What follows belongs to an exercise in optimizing a design on an open flow for small area; a production flow would make more cautious choices. Only simulation tests tie the RTL to the original design; equivalence was not proved. Power is estimated from default activity; no workload was simulated.

// regfile_32x64
module regfile_32x64 #(
   parameter int unsigned DATA_W   = 64,
   parameter int unsigned NUM_REGS = 32,
   parameter int unsigned ZERO_REG = 31
) (
   input  logic              clk,
   input  logic              reset,
   input  logic              RegWrite,
   input  logic [4:0]        WriteRegister,
   input  logic [DATA_W-1:0] WriteData,
   input  logic [4:0]        ReadRegister1,
   input  logic [4:0]        ReadRegister2,
   output logic [DATA_W-1:0] ReadData1,
   output logic [DATA_W-1:0] ReadData2
);
export LEC_CHECK = 0
export CAP_MARGIN = 20
export CELL_PAD_IN_SITES_DETAIL_PLACEMENT = 1
export CELL_PAD_IN_SITES_GLOBAL_PLACEMENT = 1
export CORE_MARGIN = 2
export CORE_UTILIZATION = 35
export PLACE_DENSITY = 0.5
export SLEW_MARGIN = 20
export SYNTH_HIERARCHICAL = 1
create_clock -name core_clock -period 8.0 [get_ports {clk}]
standard.sh (not shown) runs the stock make flow with config.mk's settings and CLKGATE_MAP_FILE= SYNTH_SCRIPT=/design/flow/synth_recipe.tcl, a recipe that flattens the netlist after the stock synthesis.
==> flow/flow/run.sh <==
#!/bin/bash
# Standard ORFS layout with a lighter clock tree (no dummy loads; strong
# clock buffers in the upper tree, mid-size ones at small sink clusters so
# that flip-flop clock slews stay low) and minimum-size port buffers that the
# repair steps resize as needed.
set -euo pipefail
export BUFFER_PORTS_ARGS="-buffer_cell sky130_fd_sc_hd__buf_1"
export CTS_ARGS="-sink_clustering_enable -repair_clock_nets -dont_use_dummy_load -buf_list {sky130_fd_sc_hd__clkbuf_16} -root_buf sky130_fd_sc_hd__clkbuf_16 -sink_clustering_buffer sky130_fd_sc_hd__clkbuf_8 -sink_clustering_size 12 -sink_clustering_max_diameter 50"
bash standard.sh synth > synth.log 2>&1
bash standard.sh > layout.log 2>&1
The first run completed with no timing, DRC or antenna violations.
==> next run, changes <==
==> flow/flow/run.sh (replaced) <==
#!/bin/bash
# Standard ORFS layout with a lighter clock tree (no dummy loads; strong
# clock buffers in the upper tree, mid-size ones at the sink clusters) and
# minimum-size port buffers that the repair steps resize as needed.
set -euo pipefail
export BUFFER_PORTS_ARGS="-buffer_cell sky130_fd_sc_hd__buf_1"
export CTS_ARGS="-sink_clustering_enable -repair_clock_nets -dont_use_dummy_load -buf_list {sky130_fd_sc_hd__clkbuf_16} -root_buf sky130_fd_sc_hd__clkbuf_16 -sink_clustering_buffer sky130_fd_sc_hd__clkbuf_8 -sink_clustering_size 20 -sink_clustering_max_diameter 60"
bash standard.sh synth > synth.log 2>&1
bash standard.sh > layout.log 2>&1
- CAP_MARGIN: 20 -> 12
- CELL_PAD_IN_SITES_GLOBAL_PLACEMENT: 1 -> not set
- CORE_UTILIZATION: 35 -> 25
- PLACE_DENSITY: 0.5 -> 0.35
- SLEW_MARGIN: 20 -> 12
=> Cell area went up by 1.6%; worst hold slack loses 0.0038 ns; via count went down by 0.88%; setup slack gains 0.0052 ns.
==> next run, changes <==
==> flow/flow/run.sh (replaced) <==
#!/bin/bash
# Standard ORFS layout with a lighter clock tree (no dummy loads; strong
# clock buffers in the upper tree, mid-size ones at small sink clusters so
# that flip-flop clock slews stay low) and minimum-size port buffers that the
# repair steps resize as needed.
set -euo pipefail
export BUFFER_PORTS_ARGS="-buffer_cell sky130_fd_sc_hd__buf_1"
export CTS_ARGS="-sink_clustering_enable -repair_clock_nets -dont_use_dummy_load -buf_list {sky130_fd_sc_hd__clkbuf_16} -root_buf sky130_fd_sc_hd__clkbuf_16 -sink_clustering_buffer sky130_fd_sc_hd__clkbuf_8 -sink_clustering_size 16 -sink_clustering_max_diameter 55"
bash standard.sh synth > synth.log 2>&1
bash standard.sh > layout.log 2>&1
- CAP_MARGIN: 12 -> 20
- CELL_PAD_IN_SITES_GLOBAL_PLACEMENT: not set -> 1
- CORE_UTILIZATION: 25 -> 35
- PLACE_DENSITY: 0.35 -> 0.5
- SLEW_MARGIN: 12 -> 20
Total power came out lower by a few percent. Hold slack gains 0.0061 ns. Via count came out higher slightly. Synthesized cell count is unchanged. Die area came out lower by a quarter to a third. Flip-flop and latch count is unchanged. Global-route usage came out higher by 9.6 points. Maximum frequency came out lower slightly. Routed wire length came out lower by a little under a tenth.

---

02-27:
Another version of the RTL of regfile_32x64 (not shown whole).
For scale: ~6200 cells after synthesis, ~2000 flip-flops, ~210 I/O pins, ~77000 um^2 of cells after synthesis.
Settings: LEC_CHECK=0, CAP_MARGIN=5, CELL_PAD_IN_SITES_DETAIL_PLACEMENT=1, CORE_MARGIN=2, CORE_UTILIZATION=20, PLACE_DENSITY=0.25, SLEW_MARGIN=5, SYNTH_HIERARCHICAL=1; clock period 8.0 ns.
==> flow/flow/run.sh <==
#!/bin/bash
# Standard ORFS layout with a lighter clock tree (no dummy loads, mid-size
# clock buffers, larger sink clusters) and minimum-size port buffers that the
# repair steps resize as needed.
set -euo pipefail
export BUFFER_PORTS_ARGS="-buffer_cell sky130_fd_sc_hd__buf_1"
export CTS_ARGS="-sink_clustering_enable -repair_clock_nets -dont_use_dummy_load -buf_list {sky130_fd_sc_hd__clkbuf_4 sky130_fd_sc_hd__clkbuf_8} -sink_clustering_size 24 -sink_clustering_max_diameter 60"
bash standard.sh synth > synth.log 2>&1
bash standard.sh > layout.log 2>&1
02-27: flow completed, timing, DRC and antenna clean
Relative to 02-27, the following input files were edited for 07-23:
Settings: CAP_MARGIN now 20, was 5; SLEW_MARGIN now 20, was 5; CORE_UTILIZATION now 15, was 20; PLACE_DENSITY now 0.2, was 0.25.
==> flow/run.sh (new file) <==
#!/bin/bash
# synth_recipe.tcl (not shown) runs the flow's synth.tcl, then flattens the netlist and writes it again
# the make line also repeats each setting of config.mk as NAME=value (left out here)
make -C /OpenROAD-flow-scripts/flow DESIGN_CONFIG=/design/flow/config.mk WORK_HOME=/design/flow/orfs CLKGATE_MAP_FILE= SYNTH_SCRIPT=/design/flow/synth_recipe.tcl finish
removed: flow/flow/run.sh
removed: flow/standard.sh
[summary]
Summary: with 02-27 as the reference, clock-buffer cell count in 07-23 moved up by more than half. Higher fraction of area in multi-input gates goes to 02-27 over 07-23. 02-27 → 07-23: number of stages on the worst setup path higher; detailed router's first-iteration violation count closely matched the old numbers. Of 07-23 and 02-27, the run reporting the lower areal power density over the cells was 02-27. Compared with 02-27, in 07-23 non-clock buffer instance count of the final layout climbed 44%; total power has increased; wire length of the first global-routing pass went up by 11%; routed wire length went up; worst hold slack after final layout closely matched the old numbers. Met1 track demand over resource (07-23 over 02-27): decrease, 6.8 points.

[separate check: timing with driven ports]
Ports are ideal in the flow. The routed layouts listed here were re-timed in OpenROAD.
Step 1: set_driving_cell puts a clkbuf_16 on clk and a buf_2 on each other input, an assumption about the parent block.
Step 2 moves the port delays by t, midway between the first and last clock arrival at a register: inputs arrive t later, outputs are due t later. That takes back most of the time a late clock gives input paths.
Slacks: no drivers / after step 1 / after step 2; pairs: no drivers / after step 1.
run	shift t [ns]	setup WS [ns]	worst setup path after step 2	latest minus earliest clock arrival (ns)
the first run of note 1	0.904	0.682 / 0.602 / 0.602	input to output	0.087 / 0.087
the second run of note 1	0.981	0.687 / 0.518 / 0.518	input to output	0.119 / 0.120
the third run of note 1	0.896	0.639 / 0.561 / 0.561	input to output	0.110 / 0.110
02-27	1.167	0.461 / 0.430 / 0.430	input to output	0.119 / 0.119
07-23	1.045	0.128 / 0.066 / 0.066	input to output	0.072 / 0.072
After both steps every run listed still meets setup and hold. For the second run of note 1, which loses most, drivers alone change the setup slack by -0.169 ns; drivers and shift together by -0.169 ns.
